Source: an optimization exercise on an open RTL-to-GDS flow (aim: small area, a short achievable clock period and few clock cycles per item). Production flows keep margins and buffers that such runs may drop. In this exercise RTL edits were held to simulation tests only and were not proved equivalent to the original.

==> flow/design.v <==
package fpalu_pkg;
	localparam int FIELD_BITS    = 32;
	localparam int OP_BITS       = 3;
	localparam int FRAC_BITS_DEF = 8;
	localparam int WORD_BITS_DEF = 32;
	typedef enum logic [OP_BITS-1:0] {
		OP_ADD = 3'd0,
		OP_SUB = 3'd1,
		OP_MUL = 3'd2,
		OP_DIV = 3'd3,
		OP_MIN = 3'd4,
		OP_MAX = 3'd5
	} op_t;
	typedef struct packed {
		logic [OP_BITS-1:0]           operation;
		logic signed [FIELD_BITS-1:0] operand_a;
		logic signed [FIELD_BITS-1:0] operand_b;
	} in_item_t;
	typedef struct packed {
		logic signed [FIELD_BITS-1:0] result;
		logic                         a_less;
		logic                         a_equal;
		logic                         a_greater;
		logic                         divide_by_zero;
	} out_item_t;
	typedef struct packed {
		logic               valid;
		logic [OP_BITS-1:0] op;
		logic               a_less;
		logic               a_equal;
		logic               a_greater;
		logic               div_zero;
		logic               neg;
	} ctrl_t;
endpackage
module fixed_point_q24_8_alu_unit #(
	parameter int WORD_BITS = fpalu_pkg::WORD_BITS_DEF,
	parameter int FRAC_BITS = fpalu_pkg::FRAC_BITS_DEF
) (
	input  logic      clk,
	input  logic      arst_n,
	input  logic      req_valid,
	output logic      req_ready,
	input  fpalu_pkg::in_item_t  req,
	output logic      rsp_valid,
	input  logic      rsp_ready,
	output fpalu_pkg::out_item_t rsp
);
	localparam logic [1:0] ST_FIRST = 2'd0;
	localparam logic [1:0] ST_ITER  = 2'd2;
	localparam logic [1:0] ST_FIN   = 2'd3;
	logic        e_valid;
	logic [1:0]  e_st;
	logic [2:0]  e_op;
	logic [31:0] ea, eb;      
	logic [7:0]  sl, cl;      
	logic [30:0] xr;          
	logic        bx;          
	logic [39:0] xs;          
	logic [5:0]  cnt;
	logic [5:0]  sh_q;        
	logic        qz_q;        
	logic        m_prev;
	logic        m_swap;      
	logic        f_lt, f_eq, f_gt, f_dz, f_neg;
	fpalu_pkg::out_item_t out_q, item;
	logic        out_valid_q;
	logic        is_div, is_mul, first, done, push, adv, can_push;
	assign is_div = (e_op == fpalu_pkg::OP_DIV);
	assign is_mul = (e_op == fpalu_pkg::OP_MUL);
	logic        e_first;
	assign first  = e_first;
	assign done   = (first && !is_div && !is_mul) || (e_st == ST_FIN) || (is_div && e_st == ST_ITER && cnt == 6'd38);
	assign can_push = ~out_valid_q | rsp_ready;
	assign adv    = ~(e_valid & done) | can_push;
	assign push   = e_valid & done & can_push;
	assign req_ready = ~e_valid | (done & can_push);
	logic [31:0] add;
	assign add   = ea + eb;
	logic [39:0] sum;
	assign sum   = {ea, sl} + {eb, cl};
	logic [32:0] trial, dx;
	logic [33:0] dif;
	assign trial = {xr, xs[39:38]};
	assign dx    = first ? {1'b0, ea} : trial;
	assign dif   = {1'b0, dx} - {2'b0, eb};
	logic lt, eq, gt;
	assign lt = (ea[31] ^ eb[31]) ? ea[31] : dif[33];
	assign eq = ea == eb;
	assign gt = ~lt & ~eq;
	function automatic logic [5:0] lz32(input logic [31:0] v);
		logic [15:0]      v1;
		logic [15:0][0:0] c1;
		logic [7:0]       v2;
		logic [7:0][1:0]  c2;
		logic [3:0]       v3;
		logic [3:0][2:0]  c3;
		logic [1:0]       v4;
		logic [1:0][3:0]  c4;
		logic [4:0]       c5;
		for (int i = 0; i < 16; i++) begin
			v1[i] = v[2*i+1] | v[2*i];
			c1[i] = ~v[2*i+1];
		end
		for (int i = 0; i < 8; i++) begin
			v2[i] = v1[2*i+1] | v1[2*i];
			c2[i] = v1[2*i+1] ? {1'b0, c1[2*i+1]} : {1'b1, c1[2*i]};
		end
		for (int i = 0; i < 4; i++) begin
			v3[i] = v2[2*i+1] | v2[2*i];
			c3[i] = v2[2*i+1] ? {1'b0, c2[2*i+1]} : {1'b1, c2[2*i]};
		end
		for (int i = 0; i < 2; i++) begin
			v4[i] = v3[2*i+1] | v3[2*i];
			c4[i] = v3[2*i+1] ? {1'b0, c3[2*i+1]} : {1'b1, c3[2*i]};
		end
		c5 = v4[1] ? {1'b0, c4[1]} : {1'b1, c4[0]};
		lz32 = (v4[1] | v4[0]) ? {1'b0, c5} : 6'd32;
	endfunction
	logic [31:0] abs_a, abs_b;
	logic        qzero;
	logic [5:0]  lza_req, lzb_req;
	logic [6:0]  sht;
	logic        qz_req;
	logic [5:0]  sh_req;
	assign lza_req = lz32(req.operand_a[31] ? {~req.operand_a[30:0], 1'b1} : req.operand_a);
	assign lzb_req = lz32(req.operand_b ^ {32{req.operand_b[31]}});
	assign sht     = {1'b0, lza_req} + {1'b0, ~lzb_req};    
	assign qz_req  = sht > 7'd71;                            
	assign sh_req  = (sht < 7'd32) ? 6'd0 : {sht[5:1] - 5'd16, 1'b0};
	assign qzero   = qz_q;
	assign abs_a   = req.operand_a[31] ? (~req.operand_a + 32'd1) : req.operand_a;
	assign abs_b   = req.operand_b[31] ? (~req.operand_b + 32'd1) : req.operand_b;
	logic [70:0] dshift;
	assign dshift = {31'd0, xs[31:0], 8'd0} << sh_q;
	logic [32:0] b3;
	logic [33:0] dif2, dif3;
	logic [1:0]  qd;
	logic [30:0] rem4;
	assign dif2 = {1'b0, trial} - {1'b0, eb, 1'b0};
	assign dif3 = {1'b0, trial} - {1'b0, b3};
	assign qd   = !dif3[33] ? 2'd3 : !dif2[33] ? 2'd2 : !dif[33] ? 2'd1 : 2'd0;
	always_comb begin
		case (qd)
			2'd3:    rem4 = dif3[30:0];
			2'd2:    rem4 = dif2[30:0];
			2'd1:    rem4 = dif[30:0];
			default: rem4 = trial[30:0];
		endcase
	end
	logic       swap_req;
	assign swap_req = (req.operation == fpalu_pkg::OP_MUL) && (lza_req > lzb_req);
	logic [39:0] ma, ms, mc, x0, x1, pp0, pp1s, s1, c1, c1s, s2, c2, c2s;
	logic [31:0] mb;
	logic        bprev;
	logic        n0, o0, t0, n1, o1, t1;
	logic        mdone;
	logic [31:0] m0a, m0b;
	assign m0a   = m_swap ? eb : ea;
	assign m0b   = m_swap ? ea : eb;
	assign ma    = first ? {{8{m0a[31]}}, m0a} : xs;
	assign mb    = first ? m0b : {xr, bx};
	assign ms    = first ? 40'd0 : {ea, sl};
	assign mc    = first ? 40'd0 : {eb, cl};
	assign bprev = first ? 1'b0 : m_prev;
	assign n0 = mb[1] & ~(mb[0] & bprev);
	assign o0 = mb[0] ^ bprev;
	assign t0 = (mb[1] & ~mb[0] & ~bprev) | (~mb[1] & mb[0] & bprev);
	assign n1 = mb[3] & ~(mb[2] & mb[1]);
	assign o1 = mb[2] ^ mb[1];
	assign t1 = (mb[3] & ~mb[2] & ~mb[1]) | (~mb[3] & mb[2] & mb[1]);
	assign x0 = {40{o0}} & ma | {40{t0}} & {ma[38:0], 1'b0};
	assign x1 = {40{o1}} & ma | {40{t1}} & {ma[38:0], 1'b0};
	assign pp0  = x0 ^ {40{n0}};
	assign pp1s = {x1[37:0] ^ {38{n1}}, n1, n1};
	assign s1  = ms ^ mc ^ pp0;
	assign c1  = (ms & mc) | (ms & pp0) | (mc & pp0);
	assign c1s = {c1[38:0], n0};
	assign s2  = s1 ^ c1s ^ pp1s;
	assign c2  = (s1 & c1s) | (s1 & pp1s) | (c1s & pp1s);
	assign c2s = {c2[38:0], n1};
	assign mdone = (mb[31:3] == '0) | (mb[31:3] == '1);
	logic [29:0] xs_neg;
	logic [31:0] q_signed;
	assign xs_neg   = ~xs[29:0] + 30'd1;
	assign q_signed = (e_st == ST_FIN) ? 32'd0 :
	                  !f_neg ? {xs[29:0], qd} :
	                  (qd != 2'd0) ? {~xs[29:0], 2'd0 - qd} : {xs_neg, 2'b00};
	always_comb begin
		item = '0;
		case (e_op)
			fpalu_pkg::OP_ADD: item.result = add;
			fpalu_pkg::OP_MUL: item.result = sum[39:8];
			fpalu_pkg::OP_SUB: item.result = dif[31:0];
			fpalu_pkg::OP_MIN: item.result = lt ? ea : eb;
			fpalu_pkg::OP_MAX: item.result = gt ? ea : eb;
			fpalu_pkg::OP_DIV: item.result = q_signed;
			default:           item.result = '0;
		endcase
		if (first) begin
			item.a_less    = lt;
			item.a_equal   = eq;
			item.a_greater = gt;
		end else begin
			item.a_less    = f_lt;
			item.a_equal   = f_eq;
			item.a_greater = f_gt;
		end
		item.divide_by_zero = is_div & f_dz;
	end
	always_ff @(posedge clk or negedge arst_n) begin
		if (!arst_n) begin
			e_valid <= 1'b0;
			e_st    <= ST_FIRST;
			e_first <= 1'b0;
		end else if (adv) begin
			if (req_ready) begin
				e_valid <= req_valid;
				e_st    <= ST_FIRST;
				e_first <= 1'b1;
			end else begin
				e_first <= 1'b0;
				case (e_st)
					ST_FIRST: begin
						if (is_div) e_st <= (eb == '0 || qzero) ? ST_FIN : ST_ITER;
						else        e_st <= mdone ? ST_FIN : ST_ITER;
					end
					ST_ITER: begin
						if (is_div) e_st <= ST_ITER;
						else        e_st <= mdone ? ST_FIN : ST_ITER;
					end
					default: e_st <= ST_FIRST;
				endcase
			end
		end
	end
	always_ff @(posedge clk) begin
		if (adv) begin
			if (req_ready) begin
				e_op <= req.operation;
				ea     <= req.operand_a;
				eb     <= req.operand_b;
				xs     <= {8'd0, abs_a};
				{xr, bx} <= abs_b;
				sh_q   <= sh_req;
				qz_q   <= qz_req;
				m_swap <= swap_req;
			end else if (is_div) begin
				case (e_st)
					ST_FIRST: begin
						eb    <= {xr, bx};
						b3    <= {1'b0, xr, bx} + {xr, bx, 1'b0};
						cnt   <= sh_q;
						xr    <= dshift[70:40];
						xs    <= (eb == '0 || qzero) ? 40'd0 : dshift[39:0];
						f_lt  <= lt;
						f_eq  <= eq;
						f_gt  <= gt;
						f_dz  <= (eb == '0);
						f_neg <= ea[31] ^ eb[31];
					end
					ST_ITER: begin
						xr  <= rem4;
						xs  <= {xs[37:0], qd};
						cnt <= cnt + 6'd2;
					end
					default: ;
				endcase
			end else if (e_st != ST_FIN) begin
				if (first) begin
					f_lt  <= lt;
					f_eq  <= eq;
					f_gt  <= gt;
					f_dz  <= 1'b0;
				end
				xs          <= {ma[35:0], 4'd0};
				{xr, bx}    <= {{4{mb[31]}}, mb[31:4]};
				m_prev      <= mb[3];
				{ea, sl}    <= s2;
				{eb, cl}    <= c2s;
			end
		end
	end
	always_ff @(posedge clk or negedge arst_n) begin
		if (!arst_n) begin
			out_valid_q <= 1'b0;
		end else if (can_push) begin
			out_valid_q <= push;
		end
	end
	always_ff @(posedge clk) begin
		if (push) out_q <= item;
	end
	assign rsp_valid = out_valid_q;
	assign rsp       = out_q;
endmodule
==> flow/run.sh <==
#!/bin/bash
# synth_recipe.tcl (not shown) runs the flow's synth.tcl, then flattens the netlist and writes it again
# the make line also repeats each setting of config.mk as NAME=value (left out here)
make -C /OpenROAD-flow-scripts/flow DESIGN_CONFIG=/design/flow/config.mk WORK_HOME=/design/flow/orfs CLKGATE_MAP_FILE= SYNTH_SCRIPT=/design/flow/synth_recipe.tcl finish
==> flow/config.mk <==
export PLATFORM = sky130hd
export DESIGN_NAME = fixed_point_q24_8_alu_unit
export DESIGN_NICKNAME = fixed_point_q24_8_alu_unit
export VERILOG_FILES = /design/flow/design.v
export SDC_FILE = /design/flow/constraint.sdc
export NUM_CORES = 4
export LEC_CHECK = 0
export CAP_MARGIN = 20
export CORE_MARGIN = 2
export CORE_UTILIZATION = 45
export PLACE_DENSITY = 0.6
export SETUP_SLACK_MARGIN = 4
export SLEW_MARGIN = 20
==> flow/constraint.sdc <==
create_clock -name core_clock -period 9.0 [get_ports {clk}]
set_input_delay 1.8000 -clock core_clock [delete_from_list [all_inputs] [get_ports {clk}]]
set_output_delay 1.8000 -clock core_clock [all_outputs]
set_load 0.01 [all_outputs]
==> results of run 1 <==
-- flip-flops by register name, indices dropped and copies added (netlist names), 3 cells and up --
name / count
eb: 32
sl: 8
b3: 33
cl: 8
ea: 32
out_q: 36
xs: 40
xr: 31
sh_q: 5
cnt: 5
e_op: 3
-- synthesized netlist by cell type (all sizes together) (46+ instances only) --
library cell,count,area share
xor2,92,0.024
mux2,47,0.016
nor2,347,0.040
nor3,59,0.0091
nor2b,76,0.014
nand4,53,0.010
a21o,78,0.018
xnor2,202,0.054
a21oi,336,0.051
nor4,46,0.0087
a22oi,114,0.026
clkbuf,264,0.030
a31oi,92,0.017
ha,185,0.070
inv,160,0.018
nand2,474,0.054
buf,59,0.0077
nand3,104,0.016
o21ai,274,0.042
fa,84,0.051
mux2i,104,0.032
edfxtp,242,0.22
-- worst paths after layout --
| kind | to | cells after the start |
|---|---|---|
| min in group asynchronous | e_first | 1 |
| setup reg to reg | out_q[30] | 20 |
| setup / recovery | out_q[30] | 20 |
| hold / removal | out_q[0] | 1 |
| max in group asynchronous | e_first | 1 |
| hold reg to reg | out_q[0] | 1 |
-- critical path, stage by stage, from the launching register on --
cell and delay, ns:
dfrtp_4 0.54, buf_12 0.18, mux2_4 0.32, ha_4 0.24, a21o_1 0.17, a21o_1 0.21, a211oi_4 0.30, a311oi_4 0.18
a211oi_4 0.35, o21bai_4 0.11, inv_2 0.08, ha_4 0.15, nand2_2 0.06, or3_4 0.37, or4_4 0.43, or3b_4 0.46
o41ai_4 0.23, xor2_1 0.18, nor2_1 0.05, a221o_1 0.27, a221o_1 0.27
-- what timing repair did --
action / CTS / global route
gates cloned: 2 / 2
pin swaps: 25 / 32
resized for setup: 135 / 135
setup buffers: 100 / 27
hold endpoints to repair: 0 / 0
endpoints found under the setup margin: 80 / 53
-- final cells by class --
cell class                 count  area (um^2)  area share
multi-input combinational   3433        24800       0.649
sequential                   247         7400       0.194
timing repair buffer         344         2950      0.0775
tap                          959         1200      0.0315
clock buffer                  43          906      0.0238
inverter                     164          643      0.0169
clock inverter                20          224     0.00587
antenna                       13         32.5    0.000853
timing repair inverter         2         12.5    0.000328
-- logic make-up after synthesis --
group / after synthesis
xor gates and xnor gates: 294
adders and majority gates: 270
muxes: 165
DFF: 247
buffers and inverters: 487
AOI/OAI and AO/OA: 1352
and+or+nand+nor: 1351
-- per-stage QoR --
step	util	cells	cell area, um^2
floorplan	-	4166	33300
global placement	0.482	5015	35100
detailed placement	0.482	5015	35100
CTS	0.515	5180	37500
global route	0.524	5215	38100
finish	0.524	5225	38100
-- per-layer routing --
metal	vias up	global-route usage
li1	15600	-
met2	2925	0.622
met1	17400	0.573
met3	827	0.195
met5	-	0
met4	26	0.340
==> summary.md, run 1 <==
| Metric | Value |
|---|---|
| Worst setup path startpoint | e_first |
| Setup slack, reg-to-reg | ~3.6 ns |
| Final Hold Fails | 0 |
| Mux cell area share after synthesis | 0.0575 |
| Max_cap viols | 0 |
| Vias in the first global route | between 30000 and 40000 |
| Netlist cell types | 91 |
| H-tree level count | 2 |
| WL final | 176000 um |
| Post-Synth XOR/XNOR Area | 0.0782 |
| Nets | 4567 |
| Worst-skew pair later-pin latency | 0.59 ns |
| Routed len/inst | 33.8 um |
| Compound-Gate Fraction of Synth Area | 0.270 |
| TritonCTS clock tree | built |
| Initial antenna violation count | 22 |
| Core area | 0.0727 mm^2 |
| Reg clk slew, reported paths | ~0.07 ns |
| HPWL Detailed | 129000 um |
| Initial DRC Count | approximately 5800 |
| Initial Util | 0.453 |
| Buffers on Ports | ~110 |
| Drt via density | between 7 and 8 |
| Root buffer cell | clkbuf_16 |
| Synth Cell Area | ~0.033 mm^2 |
| Clk buf depth | 3 |
| CTS Buf Count | 35 |
| Status | no timing/DRC/antenna violations |
| Largest family of logic cells by synthesized area | compound AO/OA/AOI/OAI gates |
| Top Metal Used | met5 |
| Fraction of registers with async set/reset | 0.0202 |
| Most frequent cells in the layout | nand2_1, nor2_1, a21oi_1, o21ai_0, edfxtp_1 |
| Most common cell after layout, fill and taps aside | nand2_1 |
| Worst relative slew slack | 0.242 |
| HP Start | f_dz |
| DP Worst Slack | 2.37 ns |
| Worst reg2reg path startpoint | e_first |
| Fillers | 7081 |
| Simple-Gate Fraction of Synth Area | 0.191 |
| Slew Limit Fails | 0 |
| Final setup margin | 3.60 ns |
| Total number of vias | ~37000 |
| Setup_tns | 0 ns |
| First-pass GRT wire length | 247000 um |
| Tot GR Track Use | 0.458 |
| Die area | 0.0754 mm^2 |
| Remaining global-route overflow | 0 |
| Final setup fails | 0 |
| Number of flops mapped to enable cells by yosys | 242 |
| Worst min path class | flop to flop |
| Die Ht | 275 um |
| DRC viols | 0 |
| WHS | 0.524 ns |
| CP startpoint kind | flop |
| Num Clock Sinks | between 200 and 250 |
| Final ANT Viol Nets | 0 |
| Worst EP required | a little over 9 ns |
| Number of placement rows | 99 |
| Worst slew pin tran | 1.13 ns |
| Syn_nets | 4506 |
| Synth Warn # | 1 |
| DR WL met2 | 67700 um |
| Mapped Cells | between 4000 and 5000 |
| Hold-fix buffers, CTS | 0 |
| Met1 WL | 64600 um |
| Dominant synthesized flop cell | edfxtp_1 |
| Routability Congestion | 1.10 |
| # IOs | 109 |
| Skew final | between 0.02 and 0.03 ns |
| Layout area overhead | 15.7% |
| Die Width | approximately 270 um |
| Crit. End Element | flop |
| Adder-cell area share of the yosys netlist | 0.122 |
| Crit share post-route | 0.600 |
| Avg Cell Area, Syn | 7.91 um^2 |
| RSZ-0062 raised after global routing | yes |
| Fmax | between 150 and 200 MHz |
| First-pass DRT Iterations | 7 |
| Wire length on met3 | 26500 um |
| Largest net degree at the start of global routing | 82 |
| Fin crit period | 5.40 ns |
| Crit Path Max Fanout | 8 |
| Sequential area share after synthesis | 0.224 |
| Synth Register Bits | 247 |
| Worst Setup Path Type | flop to flop |
| Critical Path AT | roughly 5.7 ns |
| Share of cells above drive strength 1 | 0.137 |
Testbench counts, summed over its fixed seeds: cycles 83,188, items 32,000.
==> inputs of run 2 (changes only) <==
--- a/flow/design.v
+++ b/flow/design.v
@@ -75,8 +75,6 @@
 	assign adv    = ~(e_valid & done) | can_push;
 	assign push   = e_valid & done & can_push;
 	assign req_ready = ~e_valid | (done & can_push);
-	logic [31:0] add;
-	assign add   = ea + eb;
 	logic [39:0] sum;
 	assign sum   = {ea, sl} + {eb, cl};
 	logic [32:0] trial, dx;
@@ -189,8 +187,7 @@
 	always_comb begin
 		item = '0;
 		case (e_op)
-			fpalu_pkg::OP_ADD: item.result = add;
-			fpalu_pkg::OP_MUL: item.result = sum[39:8];
+			fpalu_pkg::OP_ADD, fpalu_pkg::OP_MUL: item.result = sum[39:8];
 			fpalu_pkg::OP_SUB: item.result = dif[31:0];
 			fpalu_pkg::OP_MIN: item.result = lt ? ea : eb;
 			fpalu_pkg::OP_MAX: item.result = gt ? ea : eb;
@@ -245,6 +242,8 @@
 				sh_q   <= sh_req;
 				qz_q   <= qz_req;
 				m_swap <= swap_req;
+				sl     <= '0;
+				cl     <= '0;
 			end else if (is_div) begin
 				case (e_st)
 					ST_FIRST: begin
==> run 2 against run 1 <==
Cell area fell by 3.3%. Sequential cell count did not move. Routed wire length fell by 8.9%. Critical path depth rose by 2. Global-route usage fell by 2.3 points.
==> summary.md, run 2 <==
| Metric | Value |
|---|---|
| Register area | 0.00740 mm^2 (unchanged) |
| Layout area overhead | 16.6% |
| Final setup fails | 0 (unchanged) |
| Remaining global-route overflow | 0 (unchanged) |
| DRC viols | 0 (unchanged) |
| Hold-fix buffers, CTS | 0 (unchanged) |
| Share of cells above drive strength 1 | 0.125 (-0.0123) |
| Status | no timing/DRC/antenna violations |
| Initial antenna violation count | 7 (-68%) |
| Worst relative slew slack | 0.275 (+0.0330) |
| Setup_tns | 0 ns (unchanged) |
| Compound-Gate Fraction of Synth Area | 0.263 (-0.00785) |
| First-pass DRT Iterations | 6 (-1) |
| Most common cell after layout, fill and taps aside | nand2_1 |
| Slew Limit Fails | 0 (unchanged) |
| Vias in the first global route | 30200 (-9.0%) |
| CP startpoint kind | flop |
| Worst-skew pair later-pin latency | 0.59 ns (about the same) |
| Syn_nets | 4308 (-4.4%) |
| Num Clock Sinks | 247 (unchanged) |
| Count of non-filler cells in the finished layout | 4991 (-4.5%) |
| Buffers on Ports | 108 (unchanged) |
| Largest family of logic cells by synthesized area | compound AO/OA/AOI/OAI gates |
| Die Width | 269 um (-2.0%) |
| DP Cell Count | 4837 (-3.5%) |
| Worst EP required | 9.31 ns (about the same) |
| Core area | 0.0698 mm^2 (-4.0%) |
| Worst slew pin tran | 1.08 ns (-0.0493 ns) |
| Clk buf depth | 3 (unchanged) |
| HPWL Detailed | 121000 um (-6.5%) |
| First-pass GRT wire length | 223000 um (-9.5%) |
| Yosys top cell area share | 0.230 (+0.00935) |
| Number of placement rows | 97 (-2.0%) |
| Routability Congestion | 1.08 (-1.6%) |
| Die area | 0.0724 mm^2 (-4.0%) |
| Worst Setup Path Type | flop to flop |
| Top reg by flops | xs |
| Mux cell area share after synthesis | 0.0567 (-0.000770) |
| Fin crit period | 5.81 ns (+0.415 ns) |
| Setup slack, reg-to-reg | 3.19 ns (-0.42 ns) |
| TritonCTS clock tree | built |
| Initial Util | 0.453 (about the same) |
| Reg clk slew, reported paths | 0.06 ns (about the same) |
| Number of flops mapped to enable cells by yosys | 242 (unchanged) |
| Biggest regs | xs: 40 flops, out_q: 36 flops, b3: 33 flops |
| Mapped Cells | 3969 (-4.7%) |
| Initial DRC Count | 5074 (-12%) |
| Netlist cell types | 97 (+6.6%) |
| Crit share post-route | 0.646 (+0.0461) |
| Total number of vias | 33800 (-8.2%) |
| Avg Cell Area, Syn | 7.96 um^2 (+0.69%) |
| Worst min path class | flop to flop |
| Die Ht | 269 um (-2.0%) |
| Max_cap viols | 0 (unchanged) |
| Sequential area share after synthesis | 0.234 (+0.00951) |
| Top post-synthesis cells by area | edfxtp_1, ha_1, xnor2_1, fa_1, nand2_1 |
| Synth Cell Area | 0.0316 mm^2 (-4.1%) |
| Fillers | 6795 (-4.0%) |
| Crit. End Element | flop |
| Largest net degree at the start of global routing | 178 (+120%) |
| Largest register FFs | 40 (unchanged) |
| CTS Buf Count | 36 (+2.9%) |
| Synth Register Bits | 247 (unchanged) |
| Synth top cells by count | nand2_1, nor2_1, a21oi_1 |
| Skew final | 0.0292 ns (-0.000429 ns) |
| Synth Warn # | 1 (unchanged) |
| Final Hold Fails | 0 (unchanged) |
| Root buffer cell | clkbuf_16 |
| Most frequent cells in the layout | nand2_1, nor2_1, a21oi_1, o21ai_0, edfxtp_1 |
| Area of the multi-input gates | 0.0235 mm^2 (-4.9%) |
| H-tree level count | 2 (unchanged) |
| Fraction of registers with async set/reset | 0.0202 (unchanged) |
| Drt via density | 6.77 (-3.9%) |
| Dominant synthesized flop cell | edfxtp_1 |
| # IOs | 109 (unchanged) |
| WL final | 161000 um (-8.9%) |
| WHS | 0.523 ns (-0.00159 ns) |
| Nets | 4364 (-4.4%) |
| Routed len/inst | 32.2 um (-4.6%) |
| Cell taking the most area after synthesis | edfxtp_1 |
| Tot GR Track Use | 0.435 (-0.0234) |
| Adder-cell area share of the yosys netlist | 0.126 (+0.00452) |
| Post-Synth XOR/XNOR Area | 0.0817 (+0.00359) |
| Fmax | 172 MHz (-7.1%) |
| Final ANT Viol Nets | 0 (unchanged) |
| Critical Path AT | 6.12 ns (+0.40 ns) |
| Most frequent cell after synthesis | nand2_1 |
| Crit Path Max Fanout | 6 (-2) |
| Simple-Gate Fraction of Synth Area | 0.184 (-0.00760) |
| RSZ-0062 raised after global routing | yes |
run 2: changes by cell type after synthesis, moves of 14 or more:
cell      change
a21o_1       -18
a21oi_1      -18
a221o_1      -14
a22oi_1      -16
clkbuf_1     -29
mux2i_1      +22
nand2_1      -47
nor2_1       -23
o211ai_1     +21
o21ai_0      +28
run 2: final timing paths:
kind	startpoint	to	cells after the start
max in group asynchronous	arst_n	e_first	1
min in group asynchronous	arst_n	out_valid_q	1
worst min register to register	f_dz	out_q[0]	1
worst max register to register	xs[39]	out_q[31]	22
worst min-delay path	f_dz	out_q[0]	1
worst max-delay path	xs[39]	out_q[31]	22
run 2: timing repair:
item | 4_1_cts | 5_1_grt
setup buffers | 48 | 36
setup endpoints to repair | 78 | 49
resized for setup | 165 | 164
gates cloned | 3 | 3
pin swaps | 51 | 64
run 2: logic make-up after synthesis:
kind of cell | Yosys count
xor gates and xnor gates | 295
muxes | 171
adders and majority gates | 269
and+or+nand+nor | 1243
DFF | 247
AOI/OAI and AO/OA | 1287
buffers and inverters | 457
run 2: cell type report:
| cell class | instances | share of cell area |
|---|---|---|
| clock inverters | 14 | 0.00299 |
| multi-input cells | 3265 | 0.639 |
| repair inverters | 1 | 0.000238 |
| repair buffers | 299 | 0.0787 |
| flip-flops and latches | 247 | 0.201 |
| inverters | 175 | 0.0187 |
| well taps | 940 | 0.0319 |
| clock buffers | 47 | 0.0275 |
| diodes | 3 | 0.000204 |
run 2: metal layers:
layer | track usage | vias up | share of wire
met4 | 0.269 | 4 | 0.075
li1 | - | 14800 | -
met2 | 0.609 | 2391 | 0.40
met5 | 0 | - | 0.00014
met1 | 0.585 | 16200 | 0.40
met3 | 0.125 | 450 | 0.13
run 2: critical path, cell delays in order, from the launching register on:
cell      delay [ns]
edfxtp_1        0.41
buf_4           0.18
ha_1            0.30
nand2b_1        0.17
a21oi_2         0.11
or4_4           0.45
a31o_4          0.27
a31o_4          0.27
nor2b_1         0.14
o21ai_2         0.31
a21boi_4        0.38
ha_4            0.18
or4b_4          0.45
or3_4           0.34
nand2b_4        0.16
or2_4           0.27
nor4_4          0.17
buf_4           0.18
a21boi_2        0.05
xor2_1          0.15
a22oi_1         0.16
o21ai_1         0.09
or3_1           0.32
run 2: stage by stage:
step	setup slack [ns]	cell area (um^2)	utilization
6_report	3.19	36800	0.528
3_5_place_dp	1.78	33800	0.484
5_1_grt	3.06	36800	0.528
3_3_place_gp	1.93	33800	0.484
4_1_cts	3.11	35900	0.515
2_1_floorplan	2.90	31900	-
Testbench counts of run 2, summed over its fixed seeds: cycles 83,188, items 32,000.

[re-timing with driven ports]
In the flow no input, the clock included, has a driving cell. The finished layouts below were timed again as built, in two steps.
Step 1 sets driving cells, clkbuf_16 on the clock port and buf_2 on the other inputs (assumed; they add their load-dependent delay and slew).
Step 2 also shifts input and output timing later by t, the mid clock arrival at the registers, as if the neighbouring blocks saw the same clock.
Three values: ideal ports, drivers, drivers and shift; two values: the first two.
run | shift t [ns] | setup WS [ns] | clock arrival spread, ns | cell pins on the clock port's net
run 1 | 0.654 | 3.604 / 3.604 / 3.521 | 0.030 / 0.030 | 1
run 2 | 0.643 | 3.189 / 3.189 / 3.189 | 0.030 / 0.029 | 1
After both steps setup and hold are still met in every run listed. The setup slack of run 1, which loses most, moves by 0.000 ns with the drivers and by -0.083 ns with both steps.
